From an optimization exercise on the open Yosys and OpenROAD flow, aimed at small area and a short achievable clock period; shortcuts taken in it are not production practice. Function was checked by simulation only, so behaviour that the tests miss may differ from the original. Power figures rest on the tool's default switching activity, not on a simulated workload.

==> inputs of job 2139 <==
Design btb_assoc, start of the top module:
module btb_assoc #(
    parameter int PC_W   = 16,
    parameter int SETS   = 64,
    parameter int STAT_W = 16
) (
    input  logic              clk,
    input  logic              rst_n,
    input  logic              en,
    input  logic              flush,
    input  logic              lk_valid,
    input  logic [PC_W-1:0]   lk_pc,
    output logic              pr_valid,
    output logic              pr_hit,
    output logic              pr_taken,
    output logic [PC_W-1:0]   pr_target,
    input  logic              up_valid,
    input  logic              up_is_br,
    input  logic [PC_W-1:0]   up_pc,
    input  logic              up_taken,
    input  logic [PC_W-1:0]   up_target,
    input  logic              up_pred_taken,
    input  logic              stat_clr,
    output logic [STAT_W-1:0] br_cnt,
    output logic [STAT_W-1:0] hit_cnt,
    output logic [STAT_W-1:0] mispr_cnt
);
    localparam int IDX_W = $clog2(SETS);
    localparam int TAG_W = PC_W - IDX_W;
    logic [SETS-1:0]  v0_q, v1_q, lru_q;
    logic [TAG_W-1:0] tag0_q [SETS], tag1_q [SETS];
    logic [1:0]       ctr0_q [SETS], ctr1_q [SETS];
    logic [PC_W-1:0]  tgt0_q [SETS], tgt1_q [SETS];
    logic             p_go, p_taken, p_lru;
    logic [PC_W-1:0]  p_pc, p_tgt;
    logic [IDX_W-1:0] p_idx;
    logic [TAG_W-1:0] p_tag;
    assign p_idx = p_pc[IDX_W-1:0];
    assign p_tag = p_pc[PC_W-1:IDX_W];
    logic       p_v0, p_v1, p_h0, p_h1, p_miss, p_alloc, we0, we1, p_we;
    logic [1:0] nc0, nc1;
    function automatic logic [1:0] ctr_step(input logic [1:0] c, input logic t);
        ctr_step = t ? ((c == 2'd3) ? c : c + 2'd1) : ((c == 2'd0) ? c : c - 2'd1);
    endfunction
  ...
make LEC_CHECK=0 CAP_MARGIN=20 CORE_MARGIN=2 CORE_UTILIZATION=65 CTS_BUF_LIST='sky130_fd_sc_hd__clkbuf_4 sky130_fd_sc_hd__clkbuf_8' PLACE_DENSITY=0.75 SLEW_MARGIN=20 finish   # period 7.5 ns
run.sh (not shown) runs the stock make flow with config.mk's settings and CLKGATE_MAP_FILE= SYNTH_SCRIPT=/design/flow/synth_recipe.tcl, a recipe that flattens the netlist after the stock synthesis.
==> inputs of job 6706, as changes to job 2139 <==
SETUP_SLACK_MARGIN = 3.5   (was default)
TNS_END_PERCENT = 10   (was default)
==> summary.md <==
| Metric | Value |
|---|---|
| Largest net degree at the start of global routing | 111 |
| Number of global-route vias before repair | 166,000 |
| Tool error message | [ERROR GRT-0116] Global routing finished with congestion. Check the congestion regions in the DRC Viewer. |
| Halt Stage | global routing |
| Wire length of the first global-routing pass | 1,590,000 um |
| Result of the run | stopped before the end |
Source of the figures above: job 6706

==> summary.md <==
| Metric | Value |
|---|---|
| Number of global-route vias before repair | 142,000 |
| Result of the run | stopped before the end |
| Tool error message | [ERROR GRT-0116] Global routing finished with congestion. Check the congestion regions in the DRC Viewer. |
| Post-synthesis area per instance | 15.3 um2 |
| Hold-fix buffers at CTS | 0 |
| Wire length of the first global-routing pass | 1,310,000 um |
| Top FF cell, synth | sky130_fd_sc_hd__edfxtp_1 |
| Row count | 179 |
| Largest net degree at the start of global routing | 110 |
| Most frequent cells after synthesis | sky130_fd_sc_hd__edfxtp_1, sky130_fd_sc_hd__a22oi_1, sky130_fd_sc_hd__nor2_1, sky130_fd_sc_hd__clkbuf_1, sky130_fd_sc_hd__nand4_1 |
| Halt Stage | global routing |
| Overflow after GRT | 3 |
Source of the figures above: job 2139


* * *

==> 11-18: inputs <==
==> flow/design.v <==
package btb_pkg;
    typedef enum logic [1:0] {
        SNT = 2'd0,
        WNT = 2'd1,
        WT  = 2'd2,
        ST  = 2'd3
    } ctr_e;
    localparam int BTB_MAX_W = 64;
    typedef struct packed {
        logic                 valid;
        logic [BTB_MAX_W-1:0] tag;
        ctr_e                 ctr;
        logic [BTB_MAX_W-1:0] target;
    } btb_entry_t;
    function automatic ctr_e ctr_next(ctr_e cur, logic taken);
        ctr_e nxt;
        nxt = cur;
        if (taken && cur != 2'd3) begin
            nxt = ctr_e'(cur + 2'd1);
        end else if (!taken && cur != 2'd0) begin
            nxt = ctr_e'(cur - 2'd1);
        end
        ctr_next = nxt;
    endfunction
endpackage
module btb_stats #(
    parameter int STAT_W = 32
) (
    input  logic              clk,
    input  logic              rst_n,
    input  logic              clr,
    input  logic              br_inc,
    input  logic              hit_inc,
    input  logic              mispr_inc,
    output logic [STAT_W-1:0] br_cnt,
    output logic [STAT_W-1:0] hit_cnt,
    output logic [STAT_W-1:0] mispr_cnt
);
    logic [STAT_W-1:0] br_q, br_d, hit_q, hit_d, mispr_q, mispr_d;
    always_comb begin
        br_d    = br_q;
        hit_d   = hit_q;
        mispr_d = mispr_q;
        if (clr) begin
            br_d    = '0;
            hit_d   = '0;
            mispr_d = '0;
        end else begin
            if (br_inc && br_q != '1)       br_d    = br_q + 1'b1;
            if (hit_inc && hit_q != '1)     hit_d   = hit_q + 1'b1;
            if (mispr_inc && mispr_q != '1) mispr_d = mispr_q + 1'b1;
        end
    end
    always_ff @(posedge clk or negedge rst_n) begin
        if (!rst_n) begin
            br_q    <= '0;
            hit_q   <= '0;
            mispr_q <= '0;
        end else begin
            br_q    <= br_d;
            hit_q   <= hit_d;
            mispr_q <= mispr_d;
        end
    end
    assign br_cnt    = br_q;
    assign hit_cnt   = hit_q;
    assign mispr_cnt = mispr_q;
endmodule
module btb_assoc #(
    parameter int PC_W   = 16,
    parameter int SETS   = 64,
    parameter int STAT_W = 16
) (
    input  logic              clk,
    input  logic              rst_n,
    input  logic              en,
    input  logic              flush,
    input  logic              lk_valid,
    input  logic [PC_W-1:0]   lk_pc,
    output logic              pr_valid,
    output logic              pr_hit,
    output logic              pr_taken,
    output logic [PC_W-1:0]   pr_target,
    input  logic              up_valid,
    input  logic              up_is_br,
    input  logic [PC_W-1:0]   up_pc,
    input  logic              up_taken,
    input  logic [PC_W-1:0]   up_target,
    input  logic              up_pred_taken,
    input  logic              stat_clr,
    output logic [STAT_W-1:0] br_cnt,
    output logic [STAT_W-1:0] hit_cnt,
    output logic [STAT_W-1:0] mispr_cnt
);
    localparam int IDX_W = $clog2(SETS);
    localparam int TAG_W = PC_W - IDX_W;
    logic [SETS-1:0]  v0_q, v1_q, lru_q;
    logic [TAG_W-1:0] tag0_q [SETS], tag1_q [SETS];
    logic [1:0]       ctr0_q [SETS], ctr1_q [SETS];
    logic [PC_W-1:0]  tgt0_q [SETS], tgt1_q [SETS];
    logic             w_we0, w_we1, w_hit, w_taken;
    logic [IDX_W-1:0] w_idx;
    logic [TAG_W-1:0] w_tag;
    logic [1:0]       w_c0, w_c1, w_ctr;
    logic [PC_W-1:0]  w_tgt;
    logic             l_go, l_lru;
    logic [IDX_W-1:0] l_idx;
    function automatic logic [1:0] ctr_step(input logic [1:0] c, input logic t);
        ctr_step = t ? ((c == 2'd3) ? c : c + 2'd1) : ((c == 2'd0) ? c : c - 2'd1);
    endfunction
    assign w_ctr = !w_hit ? 2'd2 : ctr_step(w_we1 ? w_c1 : w_c0, w_taken);
    logic [IDX_W-1:0] lk_idx;
    logic [TAG_W-1:0] lk_tag;
    assign lk_idx = lk_pc[IDX_W-1:0];
    assign lk_tag = lk_pc[PC_W-1:IDX_W];
    logic            lk_same, lk_weq, byp0, byp1;
    logic            lk_m0, lk_m1, lk_use, lk_hit, lk_any;
    logic            lk_c0, lk_c1;
    logic [PC_W-1:0] lk_t0, lk_t1;
    assign lk_same = (lk_idx == w_idx);
    assign lk_weq  = (lk_tag == w_tag);
    assign byp0    = w_we0 && lk_same;
    assign byp1    = w_we1 && lk_same;
    logic [SETS-1:0] lk_dec, lk_e0, lk_e1;
    always_comb begin
        for (int s = 0; s < SETS; s++) begin
            lk_dec[s] = (lk_idx == IDX_W'(s));
            lk_e0[s]  = v0_q[s] && (tag0_q[s] == lk_tag);
            lk_e1[s]  = v1_q[s] && (tag1_q[s] == lk_tag);
        end
    end
    assign lk_m0 = byp0 ? lk_weq : |(lk_dec & lk_e0);
    assign lk_m1 = byp1 ? lk_weq : |(lk_dec & lk_e1);
    assign lk_c0 = byp0 ? w_ctr[1] : ctr0_q[lk_idx][1];
    assign lk_c1 = byp1 ? w_ctr[1] : ctr1_q[lk_idx][1];
    assign lk_t0 = (byp0 && w_taken) ? w_tgt : tgt0_q[lk_idx];
    assign lk_t1 = (byp1 && w_taken) ? w_tgt : tgt1_q[lk_idx];
    assign lk_use = lk_valid && en;
    assign lk_any = lk_m0 || lk_m1;
    assign lk_hit = lk_use && !flush;
    logic            pr_valid_q, pr_hit_q, pr_taken_q;
    logic [PC_W-1:0] pr_target_q;
    always_ff @(posedge clk or negedge rst_n) begin
        if (!rst_n) begin
            pr_valid_q  <= 1'b0;
            pr_hit_q    <= 1'b0;
            pr_taken_q  <= 1'b0;
            pr_target_q <= '0;
        end else begin
            pr_valid_q  <= lk_valid;
            pr_hit_q    <= lk_hit && lk_any;
            pr_taken_q  <= lk_hit && ((lk_m0 && lk_c0) || (lk_m1 && lk_c1));
            pr_target_q <= ({PC_W{lk_hit && lk_m0}} & lk_t0) |
                           ({PC_W{lk_hit && lk_m1}} & lk_t1);
        end
    end
    assign pr_valid  = pr_valid_q;
    assign pr_hit    = pr_hit_q;
    assign pr_taken  = pr_taken_q;
    assign pr_target = pr_target_q;
    logic [IDX_W-1:0] up_idx;
    logic [TAG_W-1:0] up_tag;
    assign up_idx = up_pc[IDX_W-1:0];
    assign up_tag = up_pc[PC_W-1:IDX_W];
    logic       up_same, ub0, ub1;
    logic       up_v0, up_v1, up_h0, up_h1, up_hit, up_go, up_lru, up_alloc;
    logic [1:0] up_c0, up_c1;
    logic       we0, we1;
    assign up_same = (up_idx == w_idx);
    assign ub0     = w_we0 && up_same;
    assign ub1     = w_we1 && up_same;
    assign up_v0 = ub0 || v0_q[up_idx];
    assign up_v1 = ub1 || v1_q[up_idx];
    logic [SETS-1:0] up_dec, up_e0, up_e1;
    always_comb begin
        for (int s = 0; s < SETS; s++) begin
            up_dec[s] = (up_idx == IDX_W'(s));
            up_e0[s]  = v0_q[s] && (tag0_q[s] == up_tag);
            up_e1[s]  = v1_q[s] && (tag1_q[s] == up_tag);
        end
    end
    assign up_h0 = ub0 ? (up_tag == w_tag) : |(up_dec & up_e0);
    assign up_h1 = ub1 ? (up_tag == w_tag) : |(up_dec & up_e1);
    assign up_c0 = ub0 ? w_ctr : ctr0_q[up_idx];
    assign up_c1 = ub1 ? w_ctr : ctr1_q[up_idx];
    assign up_lru = (up_same && (w_we0 || w_we1)) ? w_we0 :
                    (l_go && (up_idx == l_idx))   ? l_lru : lru_q[up_idx];
    assign up_hit   = up_h0 || up_h1;
    assign up_go    = up_valid && up_is_br && !flush;
    assign up_alloc = up_go && !up_hit && up_taken;
    assign we0   = (up_go && up_h0) || (up_alloc && (!up_v0 || (up_v1 && !up_lru)));
    assign we1   = (up_go && up_h1) || (up_alloc && up_v0 && (!up_v1 || up_lru));
    always_ff @(posedge clk or negedge rst_n) begin
        if (!rst_n) begin
            w_we0 <= 1'b0;
            w_we1 <= 1'b0;
            l_go  <= 1'b0;
        end else begin
            w_we0 <= we0;
            w_we1 <= we1;
            l_go  <= lk_use && lk_any && !flush;
        end
    end
    always_ff @(posedge clk) begin
        w_idx   <= up_idx;
        w_tag   <= up_tag;
        w_hit   <= up_hit;
        w_c0    <= up_c0;
        w_c1    <= up_c1;
        w_taken <= up_taken;
        w_tgt   <= up_target;
        l_idx   <= lk_idx;
        l_lru   <= !lk_m1;
    end
    logic [SETS-1:0] w_dec, l_dec;
    always_comb begin
        for (int s = 0; s < SETS; s++) begin
            w_dec[s] = (w_idx == IDX_W'(s));
            l_dec[s] = (l_idx == IDX_W'(s));
        end
    end
    genvar s;
    generate
        for (s = 0; s < SETS; s++) begin : g_set
            always_ff @(posedge clk) begin
                if (w_we0 && w_dec[s]) begin
                    tag0_q[s] <= w_tag;
                    ctr0_q[s] <= w_ctr;
                    if (w_taken) tgt0_q[s] <= w_tgt;
                end
                if (w_we1 && w_dec[s]) begin
                    tag1_q[s] <= w_tag;
                    ctr1_q[s] <= w_ctr;
                    if (w_taken) tgt1_q[s] <= w_tgt;
                end
            end
            always_ff @(posedge clk or negedge rst_n) begin
                if (!rst_n) begin
                    v0_q[s]  <= 1'b0;
                    v1_q[s]  <= 1'b0;
                    lru_q[s] <= 1'b0;
                end else if (flush) begin
                    v0_q[s]  <= 1'b0;
                    v1_q[s]  <= 1'b0;
                    lru_q[s] <= 1'b0;
                end else begin
                    if (w_we0 && w_dec[s]) v0_q[s] <= 1'b1;
                    if (w_we1 && w_dec[s]) v1_q[s] <= 1'b1;
                    if ((w_we0 || w_we1) && w_dec[s]) lru_q[s] <= w_we0;
                    else if (l_go && l_dec[s])         lru_q[s] <= l_lru;
                end
            end
        end
    endgenerate
    btb_stats #(.STAT_W(STAT_W)) u_stats (
        .clk       (clk),
        .rst_n     (rst_n),
        .clr       (stat_clr),
        .br_inc    (up_valid && up_is_br),
        .hit_inc   (lk_use && lk_any),
        .mispr_inc (up_valid && up_is_br && (up_pred_taken != up_taken)),
        .br_cnt    (br_cnt),
        .hit_cnt   (hit_cnt),
        .mispr_cnt (mispr_cnt)
    );
endmodule
==> flow/flow/run.sh <==
#!/bin/bash
set -euo pipefail
cd "$(dirname "$0")/.."
bash standard.sh 'BUFFER_PORTS_ARGS=-buffer_cell sky130_fd_sc_hd__buf_4' finish > make_finish.log 2>&1
==> flow/standard.sh <==
#!/bin/bash
# synth_recipe.tcl (not shown) runs the flow's synth.tcl, then flattens the netlist and writes it again
# the make line also repeats each setting of config.mk as NAME=value (left out here)
make -C /OpenROAD-flow-scripts/flow DESIGN_CONFIG=/design/flow/config.mk WORK_HOME=/design/flow/orfs CLKGATE_MAP_FILE= SYNTH_SCRIPT=/design/flow/synth_recipe.tcl "${@:-finish}"
==> flow/config.mk <==
export PLATFORM = sky130hd
export DESIGN_NAME = btb_assoc
export DESIGN_NICKNAME = btb_assoc
export VERILOG_FILES = /design/flow/design.v
export SDC_FILE = /design/flow/constraint.sdc
export NUM_CORES = 4
export LEC_CHECK = 0
export CAP_MARGIN = 10
export CORE_MARGIN = 2
export CORE_UTILIZATION = 45
export CTS_BUF_LIST = sky130_fd_sc_hd__clkbuf_8
export CTS_CLUSTER_DIAMETER = 50
export CTS_CLUSTER_SIZE = 14
export PLACE_DENSITY = 0.55
export SETUP_SLACK_MARGIN = 4.3
export SLEW_MARGIN = 10
export TNS_END_PERCENT = 10
==> flow/constraint.sdc <==
create_clock -name core_clock -period 7.5 [get_ports {clk}]
set_input_delay 1.5000 -clock core_clock [delete_from_list [all_inputs] [get_ports {clk}]]
set_output_delay 1.5000 -clock core_clock [all_outputs]
set_load 0.01 [all_outputs]
==> inputs of 02-10, as changes to 11-18 <==
- CORE_UTILIZATION: 45 -> 47
- PLACE_DENSITY: 0.55 -> 0.57
- SETUP_SLACK_MARGIN: 4.3 -> 3.9
- TNS_END_PERCENT: 10 -> 5
==> inputs of 10-17, as changes to 11-18 <==
- CAP_MARGIN: 10 -> 5
- CORE_UTILIZATION: 45 -> 42
- PLACE_DENSITY: 0.55 -> 0.52
- SETUP_SLACK_MARGIN: 4.3 -> 4.0
- SLEW_MARGIN: 10 -> 5
==> flow_summary.yaml <==
outcome:
  status: "no timing/DRC/antenna violations"
critical_path:
  reg2reg_slack_ps: 3640
  worstPathCellList: "nor2b_1 -> nand3_1 -> nor2_1 -> nand2_1 -> clkinvlp_4 -> and2_1 -> buf_4"
  r2r-start: "w_idx[2]"
  worst_r2r_endpoint: "tgt1_q[23][8]"
layout:
  final_cell_count_no_fill: 18100
pwr:
  leakage_uw: 0.0650
  p_seq_share_pct: 54.3
routing:
  routed_via_density: 6.80
global_route:
  grt_pass1_wl_mm: 1090
die:
  tapCellCount: 4994
timing:
  worstMarginPinSlew_ps: 1290
  fmax_mhz: 259
The numbers above come from 11-18.

==> flow_summary.yaml <==
outcome:
  status: "no timing/DRC/antenna violations"
timing:
  worstMarginPinSlew_ps: 1390
  fmax_mhz: 240
die:
  tapCellCount: 4773
pwr:
  leakage_uw: 0.0629
  p_seq_share_pct: 54.9
layout:
  final_cell_count_no_fill: 17700
routing:
  routed_via_density: 6.91
critical_path:
  r2r-start: "w_we0"
  worst_r2r_endpoint: "tgt0_q[34][0]"
  reg2reg_slack_ps: 3420
clock_network:
  cts_buffers: 446
The numbers above come from 02-10.

==> flow_summary.yaml <==
outcome:
  status: "no timing/DRC/antenna violations"
critical_path:
  r2r-start: "w_idx[1]"
  reg2reg_slack_ps: 3640
  worst_r2r_endpoint: "tgt0_q[34][0]"
routing:
  routed_via_density: 6.61
  wl_met2_mm: 375
layout:
  final_cell_count_no_fill: 18500
global_route:
  grt_pass1_wl_mm: 1100
pwr:
  p_seq_share_pct: 54.2
  leakage_uw: 0.0632
timing:
  worstMarginPinSlew_ps: 1410
  hold_ws_ps: 198
  fmax_mhz: 250
The numbers above come from 10-17.

-- afterwards: timing with drivers on the ports --
In the flow no input, the clock included, has a driving cell. The finished layouts below were timed again as built, in two steps. Step 1, drivers: a clkbuf_16 drives clk and a buf_2 each remaining input, both assumed. Step 2 times the ports against the registers' clock, not the clock port: input delays grow and output delays shrink by t, the midpoint of the rising clock arrivals with the driver on. Three values: ideal, step 1, step 2; two values: the first two.
run	shift t [ns]	setup slack, ns	worst setup path after step 2	worst data-port slew with drivers (ns)
11-18	1.362	3.636 / 3.383 / 2.020	input to register	0.54
02-10	1.325	3.339 / 3.372 / 2.047	input to register	0.44
10-17	1.365	3.495 / 3.337 / 1.971	input to register	0.37
After both steps setup and hold are still met in every run listed. For 11-18, which loses most, drivers alone change the setup slack by -0.253 ns; drivers and shift together by -1.616 ns.
